This design comes from an exercise in tuning for small area on the open sky130 flow, not from production work.
In this exercise RTL edits were held to simulation tests only and were not proved equivalent to the original.
Power and IR drop assume default switching activity.

===== flow/run.sh =====
#!/bin/bash
# synth_recipe.tcl (not shown) runs the flow's synth.tcl, then flattens the netlist and writes it again
# the make line also repeats each setting of config.mk as NAME=value (left out here)
make -C /OpenROAD-flow-scripts/flow DESIGN_CONFIG=/design/flow/config.mk WORK_HOME=/design/flow/orfs CLKGATE_MAP_FILE= SYNTH_SCRIPT=/design/flow/synth_recipe.tcl finish

===== flow/config.mk =====
export PLATFORM = sky130hd
export DESIGN_NAME = q16_16_fixed_point_alu
export DESIGN_NICKNAME = q16_16_fixed_point_alu
export VERILOG_FILES = /design/flow/design.v
export SDC_FILE = /design/flow/constraint.sdc
export NUM_CORES = 4
export LEC_CHECK = 0
export CAP_MARGIN = 20
export CORE_MARGIN = 2
export CORE_UTILIZATION = 40
export SLEW_MARGIN = 20

===== flow/constraint.sdc =====
create_clock -name core_clock -period 12.0 [get_ports {clock}]
set_input_delay 2.4000 -clock core_clock [delete_from_list [all_inputs] [get_ports {clock}]]
set_output_delay 2.4000 -clock core_clock [all_outputs]
set_load 0.01 [all_outputs]

===== flow/design.v =====
`timescale 1ns / 1ps
package q16_pkg;
   localparam int unsigned DataWidth  = 32;
   localparam int unsigned OpWidth    = 3;
   localparam int unsigned StatWidth  = 2;
   localparam int unsigned DivBits    = 49;    
   localparam int unsigned CntWidth   = 6;
   localparam logic [OpWidth-1:0] OpAdd = 3'd0;
   localparam logic [OpWidth-1:0] OpSub = 3'd1;
   localparam logic [OpWidth-1:0] OpMul = 3'd2;
   localparam logic [OpWidth-1:0] OpDiv = 3'd3;
   localparam logic [OpWidth-1:0] OpRem = 3'd4;
   localparam logic [StatWidth-1:0] StOk   = 2'd0;
   localparam logic [StatWidth-1:0] StOvf  = 2'd1;
   localparam logic [StatWidth-1:0] StDiv0 = 2'd2;
   localparam logic [DataWidth-1:0] OvfCode = 32'h8000_0000;
   typedef struct packed {
      logic load;     
      logic step;     
      logic finish;   
   } q16_cmd_type;
   typedef struct packed {
      logic iter_done;
      logic is_div;
   } q16_stat_type;
endpackage
`timescale 1ns / 1ps
`timescale 1ns / 1ps
`timescale 1ns / 1ps
module q16_16_fixed_point_alu (
   input  logic                                 clock,
   input  logic                                 reset,
   input  logic                                 req_valid,
   output logic                                 req_ready,
   input  logic [q16_pkg::OpWidth-1:0]          req_type,
   input  logic signed [q16_pkg::DataWidth-1:0] operand_a,
   input  logic signed [q16_pkg::DataWidth-1:0] operand_b,
   output logic                                 rsp_valid,
   input  logic                                 rsp_ready,
   output logic signed [q16_pkg::DataWidth-1:0] result_value,
   output logic [q16_pkg::StatWidth-1:0]        status
);
   typedef enum logic [2:0] {
      S_IDLE  = 3'd0,
      S_LOAD  = 3'd1,    
      S_STEP  = 3'd2,    
      S_CORR  = 3'd3,    
      S_FIN   = 3'd4,    
      S_CONST = 3'd5,    
      S_ACC   = 3'd6,    
      S_RESP  = 3'd7     
   } state_type;
   state_type   st;
   logic [3:0]  bc;           
   logic [5:0]  sc;           
   logic        cy;           
   logic        hp;           
   logic        f1, f2;       
   logic        bnz;          
   logic        qf;           
   logic [1:0]  st_ff;
   logic [31:0] r;
   logic        x;
   logic [31:0] p;
   wire [2:0] op     = req_type;
   wire       is_as  = (op == q16_pkg::OpAdd) || (op == q16_pkg::OpSub);
   wire       is_mul = (op == q16_pkg::OpMul);
   wire       is_div = (op == q16_pkg::OpDiv);
   wire       is_rem = (op == q16_pkg::OpRem);
   wire       sa     = operand_a[31];
   wire       sb     = operand_b[31];
   wire       sgn    = sa ^ sb;
   wire       last   = (bc == 4'd15);
   wire       first  = (sc == 6'd0);
   wire       bzero  = !bnz;
   wire       ovfd   = f1 | !f2;      
   wire in_load  = (st == S_LOAD);
   wire in_step  = (st == S_STEP);
   wire in_corr  = (st == S_CORR);
   wire in_fin   = (st == S_FIN);
   wire in_const = (st == S_CONST);
   wire mstep    = in_step & is_mul;
   wire dstep    = in_step & !is_mul;
   wire mfin     = in_fin & is_mul;
   wire dfin     = in_fin & is_div;
   wire rfin     = in_fin & is_rem;
   wire afin     = in_fin & is_as;
   wire [3:0] bsel = mstep ? sc[4:1] : bc;
   wire a0 = operand_a[{bc, 1'b0}];
   wire a1 = operand_a[{bc, 1'b1}];
   wire b0 = operand_b[{bsel, 1'b0}];
   wire b1 = operand_b[{bsel, 1'b1}];
   wire mraw = sc[0] ? b1 : b0;             
   wire mbit = mraw ^ (sb & bnz);           
   wire dbit = x & !sc[5];
   logic x0, x1, y0, y1, xcin, ycin, zero, f31;
   always_comb begin
      x0 = 1'b0; x1 = 1'b0; y0 = 1'b0; y1 = 1'b0;
      xcin = 1'b0; ycin = 1'b0;
      zero = 1'b0; f31 = 1'b0;
      if (afin) begin
         x0 = a0; x1 = a1;
         y0 = b0 ^ op[0]; y1 = b1 ^ op[0]; ycin = op[0];
      end else if (in_load) begin
         x0 = a0 ^ sa; x1 = a1 ^ sa; xcin = sa;
      end else if (mstep) begin
         x0 = p[1] & !first; x1 = (last ? hp : p[2]) & !first;
         y0 = (a0 ^ sa) & mbit; y1 = (a1 ^ sa) & mbit; ycin = sa & mbit;
      end else if (dstep) begin
         x0 = (bc == 4'd0) ? dbit : (hp & !first);
         x1 = p[0] & !first;
         y0 = b0 ^ sb ^ qf; y1 = b1 ^ sb ^ qf; ycin = sb ^ qf;
      end else if (in_corr) begin
         x0 = p[0]; x1 = p[1];
         y0 = (b0 ^ sb) & !qf; y1 = (b1 ^ sb) & !qf; ycin = sb & !qf;
      end else if (mfin) begin
         x0 = (bc[3] ? p[17] : r[16]) ^ sgn;
         x1 = (bc[3] ? p[18] : r[17]) ^ sgn;
         xcin = r[15] ^ sgn;
      end else if (dfin) begin
         zero = bzero | ovfd; f31 = zero;
         x0 = r[1] ^ sgn;
         x1 = (r[2] & !last) ^ sgn;
         xcin = r[0] ^ sgn;
      end else if (rfin) begin
         zero = bzero;
         x0 = p[0] ^ sa; x1 = p[1] ^ sa; xcin = sa;
      end else if (in_const) begin
         zero = 1'b1; f31 = 1'b1;
      end else begin
         zero = 1'b1;
      end
   end
   wire ax0 = x0 & !zero;
   wire ax1 = x1 & !zero;
   wire ay0 = y0 & !zero;
   wire ay1 = y1 & !zero;
   wire cin = (xcin | ycin) & !zero;
   wire cc  = (bc == 4'd0) ? cin : cy;
   wire s0  = ax0 ^ ay0 ^ cc;
   wire k0  = (ax0 & ay0) | (ax0 & cc) | (ay0 & cc);
   wire s1  = ax1 ^ ay1 ^ k0;
   wire k1  = (ax1 & ay1) | (ax1 & k0) | (ay1 & k0);
   wire w0  = s0;
   wire w1  = s1 | (f31 & last);
   wire q   = !s1;                           
   wire [5:0] nsteps_m1 = is_div ? 6'd48 : 6'd31;
   wire       any_pass  = in_load | in_step | in_corr | in_fin | in_const;
   wire ovf_as  = (x1 == y1) && (s1 != x1);
   wire hi_nz   = f2 | (p[0] & (bc != 4'd8)) | p[1];
   wire ovf_mul = hi_nz | (sgn ? (p[18] & (!s1 | f1)) : (s1 | k1));
   always_ff @(posedge clock) begin
      if (reset) begin
         st <= S_IDLE;
         bc <= 4'd0;
      end else begin
         bc <= any_pass ? bc + 4'd1 : 4'd0;
         unique case (st)
            S_IDLE: if (req_valid) begin
               if (is_div || is_rem) st <= S_LOAD;
               else if (is_mul)      st <= S_STEP;
               else                  st <= S_FIN;
            end
            S_LOAD: if (last) st <= S_STEP;
            S_STEP: if (last && sc == nsteps_m1) st <= is_rem ? S_CORR : S_FIN;
            S_CORR: if (last) st <= S_FIN;
            S_FIN:  if (last) st <= ((afin & ovf_as) | (mfin & ovf_mul)) ? S_CONST : S_ACC;
            S_CONST: if (last) st <= S_ACC;
            S_ACC:  st <= S_RESP;
            S_RESP: if (rsp_ready) st <= S_IDLE;
            default: st <= S_IDLE;
         endcase
      end
   end
   always_ff @(posedge clock) begin
      if (!in_step) sc <= 6'd0;
      else if (last) sc <= sc + 6'd1;
      cy <= k1;
      if (!mstep)    hp <= p[1];
      else if (last) hp <= k1;
      if (st == S_IDLE) begin
         f1  <= 1'b0;
         f2  <= 1'b0;
         bnz <= 1'b0;
         qf  <= 1'b1;
      end else begin
         if (in_load) bnz <= bnz | b0 | b1;
         if (mstep) begin
            if (bc == 4'd0 && sc < 6'd15) f1 <= f1 | s0;
            if (last) bnz <= bnz | mraw;
            if (last && sc == 6'd31) f2 <= k1;
         end
         if (dstep && last) begin
            qf <= q;
            if (sc <= 6'd16) f1 <= f1 | q;
            else             f2 <= f2 | !q;
         end
         if (mfin && bc[3]) f2 <= hi_nz;
      end
      if (in_fin && last) begin
         if (is_as)       st_ff <= {1'b0, ovf_as};
         else if (is_mul) st_ff <= {1'b0, ovf_mul};
         else if (is_div) st_ff <= bzero ? q16_pkg::StDiv0 : (ovfd ? q16_pkg::StOvf : q16_pkg::StOk);
         else if (is_rem) st_ff <= bzero ? q16_pkg::StDiv0 : q16_pkg::StOk;
         else             st_ff <= q16_pkg::StOk;
      end
      if (any_pass) begin
         r[28:1] <= r[30:3];
         r[0]    <= (dstep && last) ? q : r[2];
         if (in_load) begin
            r[29] <= r[31];
            r[30] <= x;
            r[31] <= w0;
            x     <= w1;
         end else if (mstep) begin
            r[29] <= (bc == 4'd0) ? r[31] : r[0];
            r[30] <= r[1];
            if (bc == 4'd0) r[31] <= s0;
         end else if (dstep) begin
            r[29] <= r[31];
            r[30] <= x;
            r[31] <= r[0];
            x     <= r[1];
         end else begin
            r[29] <= r[31];
            r[30] <= w0;
            r[31] <= w1;
         end
      end
      p[28:0] <= p[30:2];
      if (mfin) begin
         p[29] <= p[31];
         p[30] <= p[0];
         p[31] <= p[1];
      end else begin
         p[29] <= p[31];
         p[30] <= s0;
         p[31] <= s1;
      end
   end
   assign req_ready    = (st == S_ACC);
   assign rsp_valid    = (st == S_RESP);
   assign result_value = r;
   assign status       = st_ff;
endmodule

==> key figures, run 1 <==
Run status
  – Run status: complete, no violations

Worst setup path
  – Data arrival time of the worst path: roughly 8000 ps
  – Crit path capture type: flop
  – Cells on worst reg2reg path: 22
  – Maximum net fanout on the critical path: 17
  – Type of element launching the critical path: primary input
  – Worst Setup Path Type: in -> reg
  – FF-to-FF setup slack: between 5000 and 6000 ps
  – Launch instance of the worst register-to-register path: st[1]$_SDFFE_PP0P_
  – R2R Path End: st_ff[0]$_DFFE_PP_
  – Req. time, crit path: 12080 ps

STA
  – Clock skew after layout: 8.31 ps
  – Max-slew violation total from the final report: 0
  – Clock period minus worst slack: 7920 ps
  – Setup slack of the critical path after layout: slightly above 4000 ps
  – Setup violation total in the final timing report: 0
  – Share of the clock period used by the worst path: 66.0%
  – Top achievable clock speed: roughly 130 MHz
  – Min Hold Slack: about 320 ps
  – Post-Route Setup TNS: 0 ps
  – Transition time of the tightest slew-check pin: 1000 ps
  – Worst rel slew slack: between 30% and 40%
  – Final-report hold violation count: 0
  – RSZ-0062 raised after global routing: no

Clock tree
  – Clock tree from TritonCTS: built
  – Clock tree root buffer cell: sky130_fd_sc_hd__clkbuf_16
  – H-tree levels: 3
  – Clock latency on the worst-skew pair: about 350 ps
  – CTS hold repair buffers: 0
  – Postcts setup bufs: 0
  – CTS Buf Count: 9
  – Total of cells resized after clock tree synthesis: 0
  – TritonCTS Sinks: 86
  – Maximum count of clock buffers along a single path: 2
  – Clock-pin slew of the registers on the worst-case setup and hold paths: around 60 ps

Place
  – DPL Wire Length: around 11000 um
  – Routability-driven placement congestion ratio: approximately 0.9
  – Post-Place Worst Slack: around 3800 ps
  – Buffers added on ports: roughly 110

Synthesis
  – Number of distinct library cells after synthesis: 73
  – Part of the Yosys area used for sequential elements: 43.0%
  – Yosys reg bits: between 80 and 90
  – Synth top area share: 22.3%
  – Ys flop type: sky130_fd_sc_hd__dfxtp_1
  – Post-synthesis cell type with the largest combined area: sky130_fd_sc_hd__edfxtp_1
  – Async set or reset register ratio after synthesis: 0%
  – Number of enable-type register cells in the synthesized netlist: 36
  – Yosys Warn Count: 1
  – Gate count of the mapped netlist: between 500 and 600
  – Synthesized netlist net count: a little under 600
  – Top post-synthesis cells by area: sky130_fd_sc_hd__edfxtp_1 22%, sky130_fd_sc_hd__dfxtp_1 21%, sky130_fd_sc_hd__mux4_2 4.7%
  – Mapped cell area: between 4000 and 5000 sq um
  – Average instance area after synthesis: 9.60 sq um

Floorplanning
  – Starting Density: about 40%
  – Height of the die: roughly 110 um
  – Number of standard-cell rows in the floorplan: 40
  – Horizontal extent of the die: approximately 110 um
  – Core outline area: ~12000 sq um
  – Area of the die: approximately 13000 sq um
  – Number of primary I/O pins: about 110

Power
  – Maximum VDD drop: roughly 0.00017 V
  – Cell Pwr Density: approximately 220 nW/um^2
  – Final Power: approximately 1.4 mW
  – Static leakage: approximately 2.2 nW

Hold path
  – Worst Hold Launch: p[14]$_DFF_P_
  – Hold crit path type: reg -> reg
  – Cells on Worst Hold Path: 0
  – End of the worst hold path: p[12]$_DFF_P_

Final layout
  – Ratio of cells with drive above 1 in the final layout: a little under a tenth
  – Area growth from synthesis to layout: 29.6%
  – Final net count: 672
  – Ant diodes: 0

Detailed routing
  – DRC violations left: 0
  – Routed wire length per instance: 19.6 um
  – Length of the first detailed-routing pass in iterations: 7
  – Final routed wirelength across all metal layers: about 15000 um
  – Antenna-violating nets left: 0
  – Per-cell via count in the routed design: ~6
  – Starting DRT DRC Count: 371
  – Via Count: between 4000 and 5000

Global routing
  – Busiest metal layer after global routing: met2
  – Global routing usage on met1: 31.2%
  – Met3 usage in global routing: between 6 and 7%
  – Wire length of the first global-routing pass: approximately 23000 um
  – Number of antenna violations at the first check in global routing: 1
  – Total overflow reported by the global router: 0
  – Global Route Usage Sum: a little under a quarter
  – Met2 GRT Util: 36.9%
  – Via count of the first global-routing pass: roughly 4300
  – Pin count of the biggest net entering global routing: 34

Flow run
  – Number of maximum-capacitance violations: 0
power breakdown:
part           leakage (nW)  switching (mW)  internal, mW  total (mW)
clock network         0.146           0.118         0.162       0.279
logic                  1.27           0.315         0.261       0.576
registers             0.758          0.0710         0.455       0.526
total                  2.18           0.504         0.878        1.38
sequential cells by signal, summed over array words and instances, names as in the netlist:
signal,flops
st,3
f1,1
hp,1
cy,1
st_ff,2
f2,1
p,32
bc,4
r,32
sc,6
bnz,1
qf,1
x,1
cells by family (layout without fill, tap and decap cells):
| kind of cell | after synthesis | after routing | share of synthesized area, % |
|---|---|---|---|
| compound gates | 134 | 134 | 18.7 |
| xor+xnor | 18 | 18 | 3.26 |
| fa+ha+maj | 9 | 9 | 2.64 |
| buf+inv | 48 | 141 | 4.47 |
| flops | 86 | 86 | 43.0 |
| mux | 24 | 24 | 7.78 |
| simple gates | 185 | 185 | 20.1 |
layout by cell type (no fill, tap or decap), types with 9 or more instances in the layout:
master and count:
sky130_fd_sc_hd__nor3_1 15, sky130_fd_sc_hd__a21oi_1 43, sky130_fd_sc_hd__nand3_1 19, sky130_fd_sc_hd__xor2_1 10
sky130_fd_sc_hd__o21ai_0 24, sky130_fd_sc_hd__clkbuf_16 9, sky130_fd_sc_hd__nand2_1 43, sky130_fd_sc_hd__nand2b_1 15
sky130_fd_sc_hd__clkdlybuf4s50_1 106, sky130_fd_sc_hd__nor2_1 42, sky130_fd_sc_hd__edfxtp_1 36, sky130_fd_sc_hd__inv_1 12
sky130_fd_sc_hd__mux4_2 10, sky130_fd_sc_hd__dfxtp_1 50
area by class of cell:
type	instances	area (sq um)
fill	1093	5640
tap	147	184
inverter	12	45.0
multi-input combinational	370	2550
clock inverter	7	68.8
sequential	86	2080
clock buffer	9	225
timing repair buffer	113	1110
per-layer routing:
layer  vias up  part of all wire (%)
li1       2056                     -
met1      2067                    44
met2       188                    47
met3        28                   7.5
met4         2                   2.2
met5         -                 0.048
how the worst max path moves through the flow:
stage	startpoint	endpoint	slack, ps	cells past startpoint
finish	req_type[0]	st_ff[0]$_DFFE_PP_	4080	22
global route	req_type[0]	st_ff[0]$_DFFE_PP_	3600	22
CTS	req_type[0]	st_ff[0]$_DFFE_PP_	4170	22
detailed placement	req_type[0]	st_ff[0]$_DFFE_PP_	3800	22
global placement	req_type[0]	st_ff[0]$_DFFE_PP_	3970	22
floorplan	req_type[0]	st_ff[0]$_DFFE_PP_	5130	23
critical path: stages:
cell and delay [ps]:
sky130_fd_sc_hd__clkdlybuf4s50_1 660, sky130_fd_sc_hd__or3b_1 710, sky130_fd_sc_hd__o21ai_4 190, sky130_fd_sc_hd__a32oi_1 260, sky130_fd_sc_hd__a211oi_2 120, sky130_fd_sc_hd__nor4_4 490, sky130_fd_sc_hd__xnor2_1 120, sky130_fd_sc_hd__ha_1 310
sky130_fd_sc_hd__nand2_1 60, sky130_fd_sc_hd__o22ai_1 200, sky130_fd_sc_hd__nor3b_1 130, sky130_fd_sc_hd__nor4b_1 170, sky130_fd_sc_hd__a21oi_1 140, sky130_fd_sc_hd__or4b_4 500, sky130_fd_sc_hd__fa_1 630, sky130_fd_sc_hd__inv_1 120
sky130_fd_sc_hd__o21ai_0 170, sky130_fd_sc_hd__a21oi_1 80, sky130_fd_sc_hd__nor2_1 220, sky130_fd_sc_hd__nor2_1 70, sky130_fd_sc_hd__a31oi_1 160, sky130_fd_sc_hd__a211oi_1 90
cells in the mapped netlist (12+ instances only):
cell                       instances
sky130_fd_sc_hd__dfxtp_1          50
sky130_fd_sc_hd__a21oi_1          44
sky130_fd_sc_hd__nand2_1          43
sky130_fd_sc_hd__nor2_1           42
sky130_fd_sc_hd__edfxtp_1         36
sky130_fd_sc_hd__o21ai_0          24
sky130_fd_sc_hd__clkbuf_1         21
sky130_fd_sc_hd__nand3_1          19
sky130_fd_sc_hd__nand2b_1         15
sky130_fd_sc_hd__nor3_1           15
sky130_fd_sc_hd__inv_1            12
per-stage QoR:
step                      area (sq um)  instances  utilization (%)
after CTS                         6270        744             52.7
final                             6270        744             52.7
after floorplan                   4840        504                -
after global placement            5980        728             50.2
after detailed placement          5980        728             50.2
after global routing              6270        744             52.7
==> run 2: changes to the inputs <==
--- a/flow/config.mk
+++ b/flow/config.mk
@@ -6,4 +6,5 @@
 export NUM_CORES = 4
 export LEC_CHECK = 0
+export ABC_AREA = 1
 export CAP_MARGIN = 20
 export CORE_MARGIN = 2
==> run 2 against run 1 <==
Non-clock buffer count down 6. First-iteration DRC count increased by 1.3%. Power decreased by 2.8%. Die area down 6.8%.
==> key figures, run 2 <==
Clock tree
  – Clock tree from TritonCTS: built (unchanged)
  – Maximum count of clock buffers along a single path: 2 (unchanged)
  – Clock-pin slew of the registers on the worst-case setup and hold paths: 100 ps (was 60 ps)
  – Total of cells resized after clock tree synthesis: 0 (unchanged)
  – TritonCTS Sinks: 86 (unchanged)
  – Postcts setup bufs: 0 (unchanged)
  – H-tree levels: 3 (unchanged)
  – CTS hold repair buffers: 0 (unchanged)
  – Clock tree root buffer cell: sky130_fd_sc_hd__clkbuf_8 (was sky130_fd_sc_hd__clkbuf_16)
  – CTS Buf Count: 9 (unchanged)
  – Clock latency on the worst-skew pair: 360 ps (was 350 ps)

Final layout
  – Ant diodes: 0 (unchanged)
  – Registers with the highest flip-flop counts: p (32), r (32), sc (6) (unchanged)
  – Area growth from synthesis to layout: 29.8% (was 29.6%)
  – Final net count: 723 (was 672)
  – Top library cells by usage in the layout, fill and taps aside: 106 x sky130_fd_sc_hd__clkdlybuf4s50_1, 89 x sky130_fd_sc_hd__nand2_1, 62 x sky130_fd_sc_hd__inv_1 (was 106 x sky130_fd_sc_hd__clkdlybuf4s50_1, 50 x sky130_fd_sc_hd__dfxtp_1, 43 x sky130_fd_sc_hd__nand2_1, 43 x sky130_fd_sc_hd__a21oi_1, 42 x sky130_fd_sc_hd__nor2_1)
  – Layout filler cell count: 1045 (was 1093)
  – Final standard cell area without fillers: 5840 sq um (was 6270 sq um)
  – Most frequent standard cell in the layout excluding fill and tap cells: sky130_fd_sc_hd__clkdlybuf4s50_1 (unchanged)
  – Ratio of cells with drive above 1 in the final layout: 7.72% (was 9.38%)

Synthesis
  – Async set or reset register ratio after synthesis: 0% (unchanged)
  – Cell with the most instances after synthesis: sky130_fd_sc_hd__nand2_1 (was sky130_fd_sc_hd__dfxtp_1)
  – Ys flop type: sky130_fd_sc_hd__dfxtp_1 (unchanged)
  – Yosys reg bits: 86 (unchanged)
  – Part of the Yosys area used for sequential elements: 46.2% (was 43.0%)
  – Post-synthesis cell type with the largest combined area: sky130_fd_sc_hd__edfxtp_1 (unchanged)
  – Gate count of the mapped netlist: 540 (was 504)
  – Number of enable-type register cells in the synthesized netlist: 36 (unchanged)
  – Top post-synthesis cells by area: sky130_fd_sc_hd__edfxtp_1 24%, sky130_fd_sc_hd__dfxtp_1 22%, sky130_fd_sc_hd__nand2_1 7.4% (was sky130_fd_sc_hd__edfxtp_1 22%, sky130_fd_sc_hd__dfxtp_1 21%, sky130_fd_sc_hd__mux4_2 4.7%)
  – Commonest cells in the synthesized netlist: 89 x sky130_fd_sc_hd__nand2_1, 62 x sky130_fd_sc_hd__inv_1, 61 x sky130_fd_sc_hd__nand3_1, 53 x sky130_fd_sc_hd__nor2_1, 50 x sky130_fd_sc_hd__dfxtp_1 (was 50 x sky130_fd_sc_hd__dfxtp_1, 44 x sky130_fd_sc_hd__a21oi_1, 43 x sky130_fd_sc_hd__nand2_1, 42 x sky130_fd_sc_hd__nor2_1, 36 x sky130_fd_sc_hd__edfxtp_1)
  – Yosys Warn Count: 1 (unchanged)
  – Mapped cell area: 4500 sq um (was 4840 sq um)
  – Number of distinct library cells after synthesis: 47 (was 73)
  – Synth top area share: 24.0% (was 22.3%)
  – Average instance area after synthesis: 8.34 sq um (was 9.60 sq um)
  – Synthesized netlist net count: 620 (was 584)

STA
  – Max-slew violation total from the final report: 0 (unchanged)
  – Worst rel slew slack: 33.1% (was 33.0%)
  – Final-report hold violation count: 0 (unchanged)
  – Top achievable clock speed: 154 MHz (was 126 MHz)
  – Setup violation total in the final timing report: 0 (unchanged)
  – RSZ-0062 raised after global routing: no (unchanged)
  – Transition time of the tightest slew-check pin: 1000 ps (about the same)
  – Post-Route Setup TNS: 0 ps (unchanged)
  – Clock skew after layout: 20.6 ps (was 8.31 ps)
  – Clock period minus worst slack: 6510 ps (was 7920 ps)
  – Share of the clock period used by the worst path: 54.3% (was 66.0%)

Power
  – Cell Pwr Density: 230 nW/um^2 (was 220 nW/um^2)
  – Final Power: 1.34 mW (was 1.38 mW)
  – Maximum VDD drop: 0.000217 V (was 0.000173 V)
  – Static leakage: 2.31 nW (was 2.18 nW)

Floorplanning
  – Starting Density: 41.3% (was 40.6%)
  – Horizontal extent of the die: 110 um (was 114 um)
  – Number of primary I/O pins: 107 (unchanged)
  – Core outline area: 10900 sq um (was 11900 sq um)
  – Area of the die: 12100 sq um (was 13000 sq um)
  – Number of standard-cell rows in the floorplan: 38 (was 40)
  – Height of the die: 110 um (was 114 um)

Flow run
  – Number of maximum-capacitance violations: 0 (unchanged)

Global routing
  – Via count of the first global-routing pass: 4022 (was 4311)
  – Total overflow reported by the global router: 0 (unchanged)
  – Global Route Usage Sum: 21.7% (was 23.4%)
  – Number of antenna violations at the first check in global routing: 0 (was 1)
  – Pin count of the biggest net entering global routing: 34 (unchanged)
  – Wire length of the first global-routing pass: 20300 um (was 23400 um)

Detailed routing
  – Starting DRT DRC Count: 376 (was 371)
  – Met3 wire length: 1130 um (was 1090 um)
  – Via Count: 4145 (was 4341)
  – DRC violations left: 0 (unchanged)
  – Routed wire length per instance: 16.6 um (was 19.6 um)
  – Final routed wirelength across all metal layers: 13100 um (was 14600 um)
  – Antenna-violating nets left: 0 (unchanged)
  – Length of the first detailed-routing pass in iterations: 5 (was 7)
  – Per-cell via count in the routed design: 5.26 (was 5.83)
  – Uppermost metal layer occupied by signal nets: met4 (was met5)
  – DRT met1 WL: 6040 um (was 6340 um)
  – Total length of routed met2 wires: 5770 um (was 6790 um)

Hold path
  – Cells on Worst Hold Path: 0 (unchanged)
  – Hold crit path type: reg -> reg (unchanged)

Worst setup path
  – Slowest stage cell, crit path: sky130_fd_sc_hd__clkdlybuf4s50_1 (was sky130_fd_sc_hd__or3b_1)
  – Cells on worst reg2reg path: 26 (was 22)
  – Maximum net fanout on the critical path: 16 (was 17)
  – Number of cells on the critical path: 29 (was 22)
  – Highest cell delay on the worst timing path: 500 ps (was 710 ps)
  – Crit path buf inv count: 4 (was 2)
  – Worst Setup Path Type: in -> reg (unchanged)
  – Crit path capture type: flop (unchanged)
  – Req. time, crit path: 12280 ps (was 12080 ps)
  – Top Family by Delay on Critical Path: simple AND/OR/NAND/NOR gates (unchanged)
  – Type of element launching the critical path: primary input (unchanged)
  – Data arrival time of the worst path: 6790 ps (was 8010 ps)

Run status
  – Run status: complete, no violations (unchanged)

Place
  – Placed cell areas: 5650 sq um (was 5980 sq um)
  – DPL Wire Length: 9550 um (was 10600 um)
  – Buffers added on ports: 106 (unchanged)
  – Routability-driven placement congestion ratio: 0.945 (was 0.904)
-- run 2: cell count changes in the layout (fill, tap and decap cells not counted), sizes merged, moves of 14 or more --
cell    delta
inv       +53
a21oi     -24
nor2      +14
o21ai     +20
nand3     +47
nand2b    -15
nand2     +61
-- run 2: through the flow --
step	std cells	hold WS (ps)	utilization [%]	setup WS, ps
2_1_floorplan	540	310	-	6160
3_3_place_gp	772	310	51.9	5320
3_5_place_dp	772	312	51.9	5180
4_1_cts	788	323	53.7	5570
5_1_grt	788	326	53.7	5130
6_report	788	313	53.7	5490
-- run 2: cell type report --
cell class              instances  area, sq um  area share, %
clock buffers                   9          124           2.12
clock inverters                 7         71.3           1.22
inverters                      66          248           4.24
multi-input cells             373         2070           35.5
flip-flops and latches         86         2080           35.6
well taps                     140          175           3.00
repair buffers                107         1070           18.3
-- run 2: worst register-to-register path: stages, from the launching register on --
cell,delay [ps]
sky130_fd_sc_hd__dfxtp_1,800
sky130_fd_sc_hd__clkinv_1,620
sky130_fd_sc_hd__nand2_2,270
sky130_fd_sc_hd__nand2_2,170
sky130_fd_sc_hd__nand2_1,110
sky130_fd_sc_hd__nand3_1,70
sky130_fd_sc_hd__nand3_1,90
sky130_fd_sc_hd__nand3_1,120
sky130_fd_sc_hd__nand2_2,140
sky130_fd_sc_hd__nand2_2,80
sky130_fd_sc_hd__nand3_2,90
sky130_fd_sc_hd__nand2_1,90
sky130_fd_sc_hd__o21ai_0,170
sky130_fd_sc_hd__o21ai_0,130
sky130_fd_sc_hd__nand4_1,90
sky130_fd_sc_hd__a32oi_1,130
sky130_fd_sc_hd__fa_1,390
sky130_fd_sc_hd__inv_1,70
sky130_fd_sc_hd__fa_1,460
sky130_fd_sc_hd__inv_1,160
sky130_fd_sc_hd__o211ai_1,120
sky130_fd_sc_hd__nand3_1,170
sky130_fd_sc_hd__nand2_1,90
sky130_fd_sc_hd__nand3_1,100
sky130_fd_sc_hd__nand4_1,80
sky130_fd_sc_hd__nand2_1,80
sky130_fd_sc_hd__inv_1,30
-- run 2: final timing paths --
check                       endpoint  slack (ps)        startpoint
setup / recovery  st[1]$_SDFFE_PP0P_        5490       req_type[1]
setup reg to reg  st[1]$_SDFFE_PP0P_        7000  bc[0]$_SDFF_PP0_
hold / removal         p[26]$_DFF_P_         310     p[28]$_DFF_P_
hold reg to reg        p[26]$_DFF_P_         310     p[28]$_DFF_P_
-- run 2: cells by family (layout without fill, tap and decap cells) --
kind of cell | Yosys count | after routing | share of synthesized area, %
AO/OA/AOI/OAI | 100 | 100 | 13.8
buffers and inverters | 81 | 189 | 7.95
multiplexers | 2 | 2 | 0.445
adder cells (fa/ha/maj) | 9 | 9 | 2.83
XOR/XNOR | 11 | 11 | 2.14
flip-flops | 86 | 86 | 46.2
AND/OR/NAND/NOR | 251 | 251 | 26.6
-- run 2: per-layer routing --
metal / vias to the layer above / global-route usage, %
met4: 0 / 4.43
met3: 10 / 4.64
li1: 2044 / -
met2: 192 / 35.3
met5: - / 0
met1: 1899 / 30.0
-- run 2: power by group --
| group | internal, mW | switching [mW] | leakage (nW) |
|---|---|---|---|
| registers | 0.457 | 0.0768 | 0.757 |
| logic | 0.242 | 0.365 | 1.45 |
| clock network | 0.0819 | 0.119 | 0.101 |
| total | 0.781 | 0.562 | 2.31 |
==> run 3: changes to the inputs <==
==> flow/flow/run.sh (new file) <==
#!/bin/bash
set -euo pipefail
export BUFFER_PORTS_ARGS="-buffer_cell sky130_fd_sc_hd__buf_1"
export CTS_ARGS="-sink_clustering_enable -repair_clock_nets -dont_use_dummy_load -buf_list {sky130_fd_sc_hd__clkbuf_4 sky130_fd_sc_hd__clkbuf_8}"
bash standard.sh > flow_standard.log 2>&1 || { tail -50 flow_standard.log; exit 1; }
tail -5 flow_standard.log
==> flow/standard.sh (new file) <==
#!/bin/bash
# synth_recipe.tcl (not shown) runs the flow's synth.tcl, then flattens the netlist and writes it again
# the make line also repeats each setting of config.mk as NAME=value (left out here)
make -C /OpenROAD-flow-scripts/flow DESIGN_CONFIG=/design/flow/config.mk WORK_HOME=/design/flow/orfs CLKGATE_MAP_FILE= SYNTH_SCRIPT=/design/flow/synth_recipe.tcl "${@:-finish}"
removed: flow/run.sh
==> run 3 against run 2 <==
Clock skew rose by 3.8 ps. Die area stayed put. Sequential cell count did not move. Via count decreased by 1.6%. Clock power down about 20%. Non-clock buffer count down 1. Critical path type unchanged. Combinational power shrank 16%. Cell area fell by 13%.
==> key figures, run 3 <==
STA
  – Share of the clock period used by the worst path: 50.6% (was 54.3%)
  – Setup violation total in the final timing report: 0 (unchanged)
  – Max-slew violation total from the final report: 0 (unchanged)
  – Post-Route Setup TNS: 0 ps (unchanged)
  – Top achievable clock speed: 165 MHz (was 154 MHz)
  – Clock period minus worst slack: 6070 ps (was 6510 ps)
  – Worst rel slew slack: 35.5% (was 33.1%)
  – Clock skew after layout: 24.4 ps (was 20.6 ps)
  – RSZ-0062 raised after global routing: no (unchanged)
  – Final-report hold violation count: 0 (unchanged)
  – Transition time of the tightest slew-check pin: 964 ps (was 1000 ps)

Flow run
  – Number of maximum-capacitance violations: 0 (unchanged)

Synthesis
  – Yosys reg bits: 86 (unchanged)
  – Synth top area share: 24.0% (unchanged)
  – Average instance area after synthesis: 8.34 sq um (unchanged)
  – Ys flop type: sky130_fd_sc_hd__dfxtp_1 (unchanged)
  – Post-synthesis cell type with the largest combined area: sky130_fd_sc_hd__edfxtp_1 (unchanged)
  – Number of enable-type register cells in the synthesized netlist: 36 (unchanged)
  – Number of distinct library cells after synthesis: 47 (unchanged)
  – Top post-synthesis cells by area: sky130_fd_sc_hd__edfxtp_1 24%, sky130_fd_sc_hd__dfxtp_1 22%, sky130_fd_sc_hd__nand2_1 7.4% (unchanged)
  – Gate count of the mapped netlist: 540 (unchanged)
  – Cell with the most instances after synthesis: sky130_fd_sc_hd__nand2_1 (unchanged)
  – Yosys Warn Count: 1 (unchanged)
  – Synthesized netlist net count: 620 (unchanged)
  – Part of the Yosys area used for sequential elements: 46.2% (unchanged)
  – Commonest cells in the synthesized netlist: 89 x sky130_fd_sc_hd__nand2_1, 62 x sky130_fd_sc_hd__inv_1, 61 x sky130_fd_sc_hd__nand3_1, 53 x sky130_fd_sc_hd__nor2_1, 50 x sky130_fd_sc_hd__dfxtp_1 (unchanged)
  – Async set or reset register ratio after synthesis: 0% (unchanged)
  – Mapped cell area: 4500 sq um (unchanged)

Clock tree
  – Clock tree root buffer cell: sky130_fd_sc_hd__clkbuf_8 (unchanged)
  – Total of cells resized after clock tree synthesis: 0 (unchanged)
  – CTS hold repair buffers: 0 (unchanged)
  – TritonCTS Sinks: 86 (unchanged)
  – Clock tree from TritonCTS: built (unchanged)
  – Postcts setup bufs: 0 (unchanged)
  – Clock-pin slew of the registers on the worst-case setup and hold paths: 100 ps (about the same)
  – Clock latency on the worst-skew pair: 370 ps (was 360 ps)
  – Maximum count of clock buffers along a single path: 2 (unchanged)
  – CTS Buf Count: 9 (unchanged)
  – H-tree levels: 3 (unchanged)

Floorplanning
  – Number of primary I/O pins: 107 (unchanged)
  – Horizontal extent of the die: 110 um (unchanged)
  – Area of the die: 12100 sq um (unchanged)
  – Starting Density: 41.3% (unchanged)
  – Number of standard-cell rows in the floorplan: 38 (unchanged)
  – Core outline area: 10900 sq um (unchanged)
  – Height of the die: 110 um (unchanged)

Worst setup path
  – Launch instance of the worst register-to-register path: bc[0]$_SDFF_PP0_ (unchanged)
  – Highest cell delay on the worst timing path: 460 ps (was 500 ps)
  – Start point of the critical path: req_type[2] (was req_type[1])
  – Req. time, crit path: 12260 ps (was 12280 ps)
  – Crit path buf inv count: 5 (was 4)
  – Top Family by Delay on Critical Path: simple AND/OR/NAND/NOR gates (unchanged)
  – Type of element launching the critical path: primary input (unchanged)
  – Slowest stage cell, crit path: sky130_fd_sc_hd__fa_1 (was sky130_fd_sc_hd__clkdlybuf4s50_1)
  – Data arrival time of the worst path: 6330 ps (was 6790 ps)
  – Crit path capture type: flop (unchanged)
  – Maximum net fanout on the critical path: 16 (unchanged)
  – Worst Setup Path Type: in -> reg (unchanged)

Global routing
  – Pin count of the biggest net entering global routing: 34 (unchanged)
  – Via count of the first global-routing pass: 3710 (was 4022)
  – Global Route Usage Sum: 20.3% (was 21.7%)
  – Wire length of the first global-routing pass: 18700 um (was 20300 um)
  – Total overflow reported by the global router: 0 (unchanged)
  – Number of antenna violations at the first check in global routing: 0 (unchanged)

Power
  – Internal power of the cells: 680 uW (was 781 uW)
  – Static leakage: 1.98 nW (was 2.31 nW)
  – Logic gate share of total power: 42.6% (was 45.3%)
  – Portion of total power attributed to the clock network: 13.3% (was 15.0%)
  – Maximum VDD drop: 0.000139 V (was 0.000217 V)
  – Cell Pwr Density: 236 nW/um^2 (was 230 nW/um^2)
  – Switching power summed over all nets: 524 uW (was 562 uW)
  – Sequential cell fraction of total power: 44.1% (was 39.7%)
  – Switching Share: 43.5% (was 41.8%)
  – Final Power: 1.20 mW (was 1.34 mW)

Final layout
  – Registers with the highest flip-flop counts: p (32), r (32), sc (6) (unchanged)
  – Ratio of cells with drive above 1 in the final layout: 6.56% (was 7.72%)
  – Ant diodes: 0 (unchanged)
  – Final net count: 722 (was 723)
  – Most frequent standard cell in the layout excluding fill and tap cells: sky130_fd_sc_hd__buf_1 (was sky130_fd_sc_hd__clkdlybuf4s50_1)
  – Layout filler cell count: 1076 (was 1045)
  – Top library cells by usage in the layout, fill and taps aside: 106 x sky130_fd_sc_hd__buf_1, 89 x sky130_fd_sc_hd__nand2_1, 62 x sky130_fd_sc_hd__inv_1 (was 106 x sky130_fd_sc_hd__clkdlybuf4s50_1, 89 x sky130_fd_sc_hd__nand2_1, 62 x sky130_fd_sc_hd__inv_1)
  – Area growth from synthesis to layout: 13.3% (was 29.8%)
  – End-of-flow core utilization: 46.8% (was 53.7%)

Detailed routing
  – Length of the first detailed-routing pass in iterations: 7 (was 5)
  – Antenna-violating nets left: 0 (unchanged)
  – Final routed wirelength across all metal layers: 12100 um (was 13100 um)
  – Via Count: 4080 (was 4145)
  – Per-cell via count in the routed design: 5.23 (was 5.26)
  – Starting DRT DRC Count: 373 (was 376)
  – DRC violations left: 0 (unchanged)
  – Routed wire length per instance: 15.6 um (was 16.6 um)

Hold path
  – Worst Hold Launch: p[22]$_DFF_P_ (was p[28]$_DFF_P_)
  – Hold crit path type: reg -> reg (unchanged)

Place
  – Routability-driven placement congestion ratio: 0.949 (was 0.945)
  – Buffers added on ports: 106 (unchanged)
  – DPL Wire Length: 9150 um (was 9550 um)

Run status
  – Run status: complete, no violations (unchanged)
-- run 3: cell families (layout without fill, tap and decap cells) --
kind of cell | after synthesis | in the layout | share of synthesized area [%]
buf+inv | 81 | 181 | 7.95
mux | 2 | 2 | 0.445
simple gates | 251 | 251 | 26.6
flops | 86 | 86 | 46.2
fa+ha+maj | 9 | 9 | 2.83
compound gates | 100 | 100 | 13.8
xor+xnor | 11 | 11 | 2.14
-- run 3: path summary, 6_finish.rpt --
kind                        end  cells past startpoint  slack (ps)
max          st[1]$_SDFFE_PP0P_                     29        5930
min               p[20]$_DFF_P_                      0         320
max reg2reg  st[1]$_SDFFE_PP0P_                     25        7170
min reg2reg       p[20]$_DFF_P_                      0         320
-- run 3: final cells by class --
cell class / instances / area (sq um) / area share [%]
inverter: 66 / 248 / 4.86
timing repair buffer: 106 / 398 / 7.80
tap: 140 / 175 / 3.43
sequential: 86 / 2080 / 40.8
multi-input combinational: 373 / 2070 / 40.7
clock buffer: 9 / 124 / 2.43
-- run 3: power groups by stage --
| stage | sequential (mW) | clock (mW) | combinational, mW |
|---|---|---|---|
| 2_1_floorplan | 0.538 | 0 | 0.355 |
| 5_1_grt | 0.546 | 0.174 | 0.573 |
| 3_3_place_gp | 0.534 | 0 | 0.508 |
| 3_5_place_dp | 0.538 | 0 | 0.508 |
| 4_1_cts | 0.533 | 0.166 | 0.513 |
| 6_report | 0.531 | 0.160 | 0.513 |
-- run 3: per-stage QoR --
step / area, sq um / hold WS [ps] / setup WS, ps / instances
floorplan: 4500 / 310 / 6160 / 540
global placement: 4980 / 311 / 5660 / 771
detailed placement: 4980 / 312 / 5560 / 771
CTS: 5100 / 320 / 5940 / 780
global route: 5100 / 310 / 5520 / 780
finish: 5100 / 317 / 5930 / 780
-- run 3: worst reg2reg max path, cell delays in order, from the launching register on --
cell and delay [ps]:
sky130_fd_sc_hd__dfxtp_1 750, sky130_fd_sc_hd__clkinv_1 580, sky130_fd_sc_hd__nand2_2 250, sky130_fd_sc_hd__nand2_2 170, sky130_fd_sc_hd__nand2_1 100, sky130_fd_sc_hd__nand3_1 70
sky130_fd_sc_hd__nand3_1 100, sky130_fd_sc_hd__nand3_1 110, sky130_fd_sc_hd__nand2_2 160, sky130_fd_sc_hd__xor2_1 160, sky130_fd_sc_hd__ha_1 240, sky130_fd_sc_hd__a21oi_1 130
sky130_fd_sc_hd__o21ai_0 100, sky130_fd_sc_hd__nand2_1 70, sky130_fd_sc_hd__nand2_1 70, sky130_fd_sc_hd__fa_1 380, sky130_fd_sc_hd__inv_1 70, sky130_fd_sc_hd__fa_1 460
sky130_fd_sc_hd__inv_1 160, sky130_fd_sc_hd__o211ai_1 110, sky130_fd_sc_hd__nand3_1 130, sky130_fd_sc_hd__nand2_1 80, sky130_fd_sc_hd__nand3_1 110, sky130_fd_sc_hd__nand4_1 70
sky130_fd_sc_hd__nand2_1 80, sky130_fd_sc_hd__inv_1 30
-- run 3: per-layer routing --
layer / up-vias / wire length [um] / track usage, %
met4: 0 / 138 / 6.15
met5: - / 0 / 0
met3: 16 / 1000 / 5.11
li1: 2037 / - / -
met1: 1852 / 5510 / 27.4
met2: 175 / 5490 / 32.3

static timing again, ports no longer ideal:
No port has a modelled driver above. Below, the same layouts with a new extraction and two added sets of constraints.
Step 1 (the two cells are an assumption about what drives the block):
set clk [get_ports {clock}]
set_driving_cell -lib_cell sky130_fd_sc_hd__clkbuf_16 $clk
set_driving_cell -lib_cell sky130_fd_sc_hd__buf_2 [delete_from_list [all_inputs] $clk]
Step 2 also shifts input and output timing later by t, the mid clock arrival at the registers, as if the neighbouring blocks saw the same clock.
a / b / c = ideal ports / drivers / drivers and shift; a / b = the first two.
| run | shift t [ns] | slack for setup (ns) | worst hold slack (ns) | worst register clock-pin slew, ns | pins driven straight from the clock port |
|---|---|---|---|---|---|
| run 1 | 0.383 | 4.078 / 4.087 / 3.704 | 0.325 / 0.325 / 0.325 | 0.06 / 0.06 | 1 |
| run 2 | 0.386 | 5.486 / 5.493 / 5.108 | 0.313 / 0.313 / 0.313 | 0.10 / 0.10 | 1 |
| run 3 | 0.385 | 5.933 / 5.945 / 5.560 | 0.317 / 0.317 / 0.317 | 0.10 / 0.10 | 1 |
After both steps every run listed still meets setup and hold. The setup slack of run 2, which loses most, moves by +0.007 ns with the drivers and by -0.378 ns with both steps.
